What follows belongs to an exercise in optimizing a design on an open flow for small area; a production flow would make more cautious choices.
Only simulation tests tie the RTL to the original design; equivalence was not proved.
The flow treats the clock pin as an ideal source, which a real chip does not have.
Power figures rest on the tool's default switching activity, not on a simulated workload.

==> flow/design.v (excerpt) <==
module fir_symm_tdm #(
  parameter int unsigned DATA_W    = fir_pkg::DEF_DATA_W,
  parameter int unsigned COEF_W    = fir_pkg::DEF_COEF_W,
  parameter int unsigned TAPS      = fir_pkg::DEF_TAPS,
  parameter int unsigned OUT_SHIFT = 16
) (
  input  logic                          clk,
  input  logic                          rst,
  input  logic                          clear,
  input  logic                          in_valid,
  output logic                          in_ready,
  input  logic [DATA_W-1:0]             in_data,
  input  logic                          coef_we,
  input  logic [5:0]                    coef_addr,
  input  logic [COEF_W-1:0]             coef_wdata,
  output logic                          out_valid,
  output logic [DATA_W-1:0]             out_data,
  output logic                          out_sat
);
Settings: LEC_CHECK=0, ABC_AREA=1, CAP_MARGIN=20, CORE_MARGIN=2, CORE_UTILIZATION=70, SLEW_MARGIN=20; clock period 12.0 ns.
standard.sh (not shown) runs the stock make flow with config.mk's settings and CLKGATE_MAP_FILE= SYNTH_SCRIPT=/design/flow/synth_recipe.tcl, a recipe that flattens the netlist after the stock synthesis.
==> flow/flow/run.sh <==
#!/bin/bash
# The standard layout (standard.sh) with these changes:
#  - synthesis is the standard flow's own script, except that ABC maps the logic with
#    flow/abc_area.script, an area-only mapping (flip-flops are not touched);
#  - clock tree synthesis adds no dummy loads and clusters up to 32 flip-flops
#    within 60 um per leaf buffer;
#  - after clock tree synthesis, flow/downsize_clk.tcl gives each clock buffer
#    the smallest clkbuf that keeps the slew at the pins it drives within 100 ps;
#  - the port buffers are the smallest buffer cell.
# All tool output goes to standard_flow.log and to the ORFS logs under orfs/logs.
set -euo pipefail
work=$PWD
std=$(sed -n 's/.* SYNTH_SCRIPT=\([^ ]*\) .*/\1/p' standard.sh)
[[ -n "$std" ]]
cat > my_synth.tcl <<TCL
proc abc {args} {
  set i [lsearch -exact \$args -script]
  if {\$i >= 0} { lset args [expr {\$i + 1}] $work/flow/abc_area.script }
  yosys abc {*}\$args
}
source $std
TCL
sed "s# SYNTH_SCRIPT=[^ ]* # SYNTH_SCRIPT=$work/my_synth.tcl #" standard.sh > my_standard.sh
grep -q "SYNTH_SCRIPT=$work/my_synth.tcl" my_standard.sh
export CTS_ARGS="-sink_clustering_enable -repair_clock_nets -dont_use_dummy_load -sink_clustering_size 32 -sink_clustering_max_diameter 60"
export POST_CTS_TCL="$work/flow/downsize_clk.tcl"
export BUFFER_PORTS_ARGS="-buffer_cell sky130_fd_sc_hd__buf_1"
bash my_standard.sh > standard_flow.log 2>&1
==> flow/flow/abc_area.script <==
strash;dch;map -a;amap
==> flow/flow/downsize_clk.tcl <==
# Post-CTS: give each clock buffer the smallest clkbuf that keeps the slew at
# every pin its output drives within a limit (estimated from placement).
estimate_parasitics -placement
set clk_slew_limit 0.100
set clk_sizes {sky130_fd_sc_hd__clkbuf_4 sky130_fd_sc_hd__clkbuf_8}
proc clk_out_slew {inst} {
  set worst 0.0
  foreach out [get_pins -of_objects $inst -filter "direction == output"] {
    foreach p [get_pins -of_objects [get_nets -of_objects $out] -filter "direction == input"] {
      set s [get_property $p slew_max]
      if {$s > $worst} { set worst $s }
    }
  }
  return $worst
}
set n_down 0
foreach inst [get_cells clkbuf_*] {
  set orig [get_property $inst ref_name]
  if {$orig != "sky130_fd_sc_hd__clkbuf_16"} { continue }
  foreach size $clk_sizes {
    replace_cell $inst $size
    if {[clk_out_slew $inst] <= $clk_slew_limit} { incr n_down; break }
    replace_cell $inst $orig
  }
}
puts "downsize_clk: $n_down clock buffers downsized"
Next try:
--- a/flow/flow/run.sh
+++ b/flow/flow/run.sh
@@ -5,2 +5,2 @@
-#  - clock tree synthesis adds no dummy loads and clusters up to 32 flip-flops
-#    within 60 um per leaf buffer;
+#  - clock tree synthesis adds no dummy loads and clusters up to 30 flip-flops
+#    within 55 um per leaf buffer;
@@ -25 +25 @@
-export CTS_ARGS="-sink_clustering_enable -repair_clock_nets -dont_use_dummy_load -sink_clustering_size 32 -sink_clustering_max_diameter 60"
+export CTS_ARGS="-sink_clustering_enable -repair_clock_nets -dont_use_dummy_load -sink_clustering_size 30 -sink_clustering_max_diameter 55"
Outcome: The changed run passed the timing, design-rule and antenna checks. Area after synthesis does not change. Register-to-register slack is worse by 20 ps. Final area came out higher by 0.43%. Total power increases by 1.4%. Utilization went up by 0.33 points. Wire length came out higher by 0.93%. Via count came out higher by 0.90%.
Next try:
--- a/flow/flow/run.sh
+++ b/flow/flow/run.sh
@@ -2 +2 @@
-# The standard layout (standard.sh) with these changes:
+# The standard layout (standard.sh) with three changes:
@@ -7,2 +6,0 @@
-#  - after clock tree synthesis, flow/downsize_clk.tcl gives each clock buffer
-#    the smallest clkbuf that keeps the slew at the pins it drives within 100 ps;
@@ -26 +23,0 @@
-export POST_CTS_TCL="$work/flow/downsize_clk.tcl"
CAP_MARGIN = 10   (was 20)
GPL_TIMING_DRIVEN = 0   (was unset)
SLEW_MARGIN = 10   (was 20)
removed: flow/flow/downsize_clk.tcl
Result: Die area does not change; final area grows by 0.83%; routed wire length shrinks by 4.1%; worst setup slack got worse by 560 ps; global-route usage shrinks by 0.98 points; register-to-register slack got worse by 360 ps; clock skew grows by 26 ps; non-clock buffer count shrinks by 29; via count shrinks by 1.9%; synthesized area stays the same.
Next try:
--- a/flow/flow/run.sh
+++ b/flow/flow/run.sh
@@ -5,2 +5,2 @@
-#  - clock tree synthesis adds no dummy loads and clusters up to 30 flip-flops
-#    within 55 um per leaf buffer;
+#  - clock tree synthesis adds no dummy loads and clusters up to 36 flip-flops
+#    within 50 um per leaf buffer;
@@ -23 +23 @@
-export CTS_ARGS="-sink_clustering_enable -repair_clock_nets -dont_use_dummy_load -sink_clustering_size 30 -sink_clustering_max_diameter 55"
+export CTS_ARGS="-sink_clustering_enable -repair_clock_nets -dont_use_dummy_load -sink_clustering_size 36 -sink_clustering_max_diameter 50"
CAP_MARGIN = 20   (was 10)
GPL_TIMING_DRIVEN = unset   (was 0)
SLEW_MARGIN = 20   (was 10)
=>
- cell count went up by 0.56%
- hold slack is better by 21 ps
- total power went up by 0.60%
- first-iteration DRC count went down by about 8%
- critical path depth does not change
- die area does not change
- area after synthesis stays the same
- setup slack is better by 480 ps
- clock power went up by about 2%
- design area hardly moves
Next try:
--- a/flow/flow/run.sh
+++ b/flow/flow/run.sh
@@ -2 +2 @@
-# The standard layout (standard.sh) with three changes:
+# The standard layout (standard.sh) with these changes:
@@ -5,2 +5,4 @@
-#  - clock tree synthesis adds no dummy loads and clusters up to 36 flip-flops
-#    within 50 um per leaf buffer;
+#  - clock tree synthesis adds no dummy loads and clusters up to 32 flip-flops
+#    within 60 um per leaf buffer;
+#  - after clock tree synthesis, flow/downsize_clk.tcl gives each clock buffer
+#    the smallest clkbuf that keeps the slew at the pins it drives within 105 ps;
@@ -23 +25,2 @@
-export CTS_ARGS="-sink_clustering_enable -repair_clock_nets -dont_use_dummy_load -sink_clustering_size 36 -sink_clustering_max_diameter 50"
+export CTS_ARGS="-sink_clustering_enable -repair_clock_nets -dont_use_dummy_load -sink_clustering_size 32 -sink_clustering_max_diameter 60"
+export POST_CTS_TCL="$work/flow/downsize_clk.tcl"
==> flow/flow/downsize_clk.tcl (new file) <==
# Post-CTS: give each clock buffer the smallest clkbuf that keeps the slew at
# every pin its output drives within a limit (estimated from placement).
estimate_parasitics -placement
set clk_slew_limit 0.105
set clk_sizes {sky130_fd_sc_hd__clkbuf_2 sky130_fd_sc_hd__clkbuf_4 sky130_fd_sc_hd__clkbuf_8}
proc clk_out_slew {inst} {
  set worst 0.0
  foreach out [get_pins -of_objects $inst -filter "direction == output"] {
    foreach p [get_pins -of_objects [get_nets -of_objects $out] -filter "direction == input"] {
      set s [get_property $p slew_max]
      if {$s > $worst} { set worst $s }
    }
  }
  return $worst
}
set n_down 0
foreach inst [get_cells clkbuf_*] {
  set orig [get_property $inst ref_name]
  if {$orig != "sky130_fd_sc_hd__clkbuf_16"} { continue }
  foreach size $clk_sizes {
    replace_cell $inst $size
    if {[clk_out_slew $inst] <= $clk_slew_limit} { incr n_down; break }
    replace_cell $inst $orig
  }
}
puts "downsize_clk: $n_down clock buffers downsized"
The changed run went through all stages and came out clean.
Cell area went down slightly.
Clock power went down by roughly a tenth.
Worst setup slack gets better by 27 ps.
Combinational power barely changes.
Wire length went down slightly.
Sequential power is about the same.
Next try:
--- a/flow/flow/run.sh
+++ b/flow/flow/run.sh
@@ -2 +2 @@
-# The standard layout (standard.sh) with these changes:
+# The standard layout (standard.sh) with three changes:
@@ -5,2 +5,2 @@
-#  - clock tree synthesis adds no dummy loads and clusters up to 32 flip-flops
-#    within 60 um per leaf buffer;
+#  - clock tree synthesis adds no dummy loads and clusters up to 30 flip-flops
+#    within 55 um per leaf buffer;
@@ -8 +8 @@
-#    the smallest clkbuf that keeps the slew at the pins it drives within 105 ps;
+#    the smallest clkbuf that keeps the slew at the pins it drives within 100 ps;
@@ -25 +25 @@
-export CTS_ARGS="-sink_clustering_enable -repair_clock_nets -dont_use_dummy_load -sink_clustering_size 32 -sink_clustering_max_diameter 60"
+export CTS_ARGS="-sink_clustering_enable -repair_clock_nets -dont_use_dummy_load -sink_clustering_size 30 -sink_clustering_max_diameter 55"
--- a/flow/flow/downsize_clk.tcl
+++ b/flow/flow/downsize_clk.tcl
@@ -4,2 +4,2 @@
-set clk_slew_limit 0.105
-set clk_sizes {sky130_fd_sc_hd__clkbuf_2 sky130_fd_sc_hd__clkbuf_4 sky130_fd_sc_hd__clkbuf_8}
+set clk_slew_limit 0.100
+set clk_sizes {sky130_fd_sc_hd__clkbuf_4 sky130_fd_sc_hd__clkbuf_8}
What happened: The new run produced a clean layout; clock power rose by 6.1%; design area rose by 0.50%; flip-flop and latch count does not change; global-route usage rose by 0.44 points; sequential share of layout area fell by 0.38 points.

* * *

## run a
Another version of the RTL of fir_symm_tdm (not shown whole).
Size in the first run: about 4400 cells after synthesis, ~2600 flip-flops, about 64 I/O pins.
export LEC_CHECK = 0
export ABC_AREA = 1
export CAP_MARGIN = 20
export CORE_MARGIN = 2
export CORE_UTILIZATION = 70
export SLEW_MARGIN = 20
create_clock -name core_clock -period 12.0 [get_ports {clk}]
==> flow/flow/run.sh <==
#!/bin/bash
# The standard layout (standard.sh) with these changes:
#  - synthesis is the standard flow's own script, except that ABC maps the logic with
#    flow/abc_area.script, an area-only mapping (flip-flops are not touched);
#  - clock tree synthesis adds no dummy loads and clusters up to 32 flip-flops
#    within 80 um per leaf buffer;
#  - after clock tree synthesis, flow/downsize_clk.tcl gives each clock buffer
#    the smallest clkbuf that keeps the slew at the pins it drives within 105 ps;
#  - the port buffers are the smallest buffer cell.
# All tool output goes to standard_flow.log and to the ORFS logs under orfs/logs.
set -euo pipefail
work=$PWD
std=$(sed -n 's/.* SYNTH_SCRIPT=\([^ ]*\) .*/\1/p' standard.sh)
[[ -n "$std" ]]
cat > my_synth.tcl <<TCL
proc abc {args} {
  set i [lsearch -exact \$args -script]
  if {\$i >= 0} { lset args [expr {\$i + 1}] $work/flow/abc_area.script }
  yosys abc {*}\$args
}
source $std
TCL
sed "s# SYNTH_SCRIPT=[^ ]* # SYNTH_SCRIPT=$work/my_synth.tcl #" standard.sh > my_standard.sh
grep -q "SYNTH_SCRIPT=$work/my_synth.tcl" my_standard.sh
export CTS_ARGS="-sink_clustering_enable -repair_clock_nets -dont_use_dummy_load -sink_clustering_size 32 -sink_clustering_max_diameter 80"
export POST_CTS_TCL="$work/flow/downsize_clk.tcl"
export BUFFER_PORTS_ARGS="-buffer_cell sky130_fd_sc_hd__buf_1"
bash my_standard.sh > standard_flow.log 2>&1
==> flow/flow/downsize_clk.tcl <==
# Post-CTS: give each clock buffer the smallest clkbuf that keeps the slew at
# every pin its output drives within a limit (estimated from placement).
estimate_parasitics -placement
set clk_slew_limit 0.105
set clk_sizes {sky130_fd_sc_hd__clkbuf_2 sky130_fd_sc_hd__clkbuf_4 sky130_fd_sc_hd__clkbuf_8}
proc clk_out_slew {inst} {
  set worst 0.0
  foreach out [get_pins -of_objects $inst -filter "direction == output"] {
    foreach p [get_pins -of_objects [get_nets -of_objects $out] -filter "direction == input"] {
      set s [get_property $p slew_max]
      if {$s > $worst} { set worst $s }
    }
  }
  return $worst
}
set n_down 0
foreach inst [get_cells clkbuf_*] {
  set orig [get_property $inst ref_name]
  if {$orig != "sky130_fd_sc_hd__clkbuf_16"} { continue }
  foreach size $clk_sizes {
    replace_cell $inst $size
    if {[clk_out_slew $inst] <= $clk_slew_limit} { incr n_down; break }
    replace_cell $inst $orig
  }
}
puts "downsize_clk: $n_down clock buffers downsized"
Scripts as last shown in full above: flow/flow/abc_area.script
Both conditions hold for run a: the flow ran to the end and the final layout passed the timing, design-rule and antenna checks.
diff inputs: run a => run b
==> flow/flow/run.sh <==
#!/bin/bash
# The standard layout (standard.sh) with these changes:
#  - synthesis is the standard flow's own script, except that ABC maps the logic with
#    flow/abc_area.script, an area-only mapping (flip-flops are not touched);
#  - clock tree synthesis adds no dummy loads and clusters up to 30 flip-flops
#    within 80 um per leaf buffer;
#  - after clock tree synthesis, flow/downsize_clk.tcl gives each clock buffer
#    the smallest clkbuf that keeps the slew at the pins it drives within 105 ps,
#    and flow/downsize_logic.tcl gives each other buffer and logic cell the
#    smallest drive strength that keeps the slew it drives within 0.75 ns and
#    setup met;
#  - the port buffers are the smallest buffer cell.
# All tool output goes to standard_flow.log and to the ORFS logs under orfs/logs.
set -euo pipefail
work=$PWD
std=$(sed -n 's/.* SYNTH_SCRIPT=\([^ ]*\) .*/\1/p' standard.sh)
[[ -n "$std" ]]
cat > my_synth.tcl <<TCL
proc abc {args} {
  set i [lsearch -exact \$args -script]
  if {\$i >= 0} { lset args [expr {\$i + 1}] $work/flow/abc_area.script }
  yosys abc {*}\$args
}
source $std
TCL
sed "s# SYNTH_SCRIPT=[^ ]* # SYNTH_SCRIPT=$work/my_synth.tcl #" standard.sh > my_standard.sh
grep -q "SYNTH_SCRIPT=$work/my_synth.tcl" my_standard.sh
export CTS_ARGS="-sink_clustering_enable -repair_clock_nets -dont_use_dummy_load -sink_clustering_size 30 -sink_clustering_max_diameter 80"
export POST_CTS_TCL="$work/flow/post_cts.tcl"
export BUFFER_PORTS_ARGS="-buffer_cell sky130_fd_sc_hd__buf_1"
bash my_standard.sh > standard_flow.log 2>&1
==> flow/flow/downsize_logic.tcl (new file) <==
# Give each buffer or logic cell the smallest drive strength of its kind that
# keeps the slew at the pins it drives within a limit and leaves setup met.
# Flip-flops and the clock tree are left alone.
estimate_parasitics -placement
set logic_slew_limit 0.75
proc logic_out_slew {inst} {
  set worst 0.0
  foreach out [get_pins -of_objects $inst -filter "direction == output"] {
    set s [get_property $out slew_max]
    if {$s > $worst} { set worst $s }
    foreach p [get_pins -of_objects [get_nets -of_objects $out] -filter "direction == input"] {
      set s [get_property $p slew_max]
      if {$s > $worst} { set worst $s }
    }
  }
  return $worst
}
set n_down 0
foreach inst [get_cells *] {
  set orig [get_property $inst ref_name]
  if {![regexp {^(sky130_fd_sc_hd__([a-z0-9]+))_([0-9]+)$} $orig -> base kind drive]} { continue }
  if {$drive <= 1 || [string match "df*" $kind] || [string match "edf*" $kind] || [string match "clk*" $kind]} { continue }
  foreach d {0 1 2 4 6 8 12} {
    if {$d >= $drive} { break }
    set size "${base}_$d"
    if {[llength [get_lib_cells -quiet */$size]] == 0} { continue }
    replace_cell $inst $size
    if {[logic_out_slew $inst] <= $logic_slew_limit && [sta::worst_slack_cmd max] > 0.5e-9} { incr n_down; break }
    replace_cell $inst $orig
  }
}
puts "downsize_logic: $n_down cells downsized"
==> flow/flow/post_cts.tcl (new file) <==
# Post-CTS hook: downsize clock buffers, then buffers and logic cells.
source [file join [file dirname [info script]] downsize_clk.tcl]
source [file join [file dirname [info script]] downsize_logic.tcl]
## What came out
In run b, the fraction of met1 tracks used by global routing came out 0.27 points above the value in run a. Diff run a..run b | die area | negligible. Run a and run b ended up with nearly the same total global routing track utilization. Total power after layout went up slightly going from run a to run b.

what the ideal ports hide:
No port has a modelled driver above. Below, the same layouts with a new extraction and two added sets of constraints.
Step 1: set_driving_cell puts a clkbuf_16 on clk and a buf_2 on each other input, an assumption about the parent block.
Step 2, shift: input delay + t, output delay - t, t = (earliest + latest rising clock arrival at the registers) / 2. This alone moves slack from input paths to output paths.
a / b / c = ideal / step 1 / step 2; a / b = the first two.
| run | t (ns) | setup WS [ns] | worst setup path at the end | worst slew at a driven data input, ns | pins driven straight from the clock port |
|---|---|---|---|---|---|
| the first run of note 1 | 0.764 | 4.636 / 4.685 / 3.920 | input to register | 0.12 | 1 |
| the second run of note 1 | 0.811 | 4.752 / 4.792 / 3.981 | input to register | 0.13 | 1 |
| the third run of note 1 | 0.780 | 4.190 / 4.206 / 3.425 | input to register | 0.11 | 1 |
| the fourth run of note 1 | 0.795 | 4.667 / 4.714 / 3.919 | input to register | 0.12 | 1 |
| the fifth run of note 1 | 0.763 | 4.694 / 4.741 / 3.978 | input to register | 0.11 | 1 |
| the sixth run of note 1 | 0.811 | 4.752 / 4.792 / 3.981 | input to register | 0.13 | 1 |
| run a | 0.740 | 4.086 / 4.086 / 4.086 | register to register | 0.09 | 1 |
| run b | 0.768 | 3.611 / 3.611 / 3.611 | register to register | 0.10 | 1 |
After both steps every run listed still meets setup and hold.
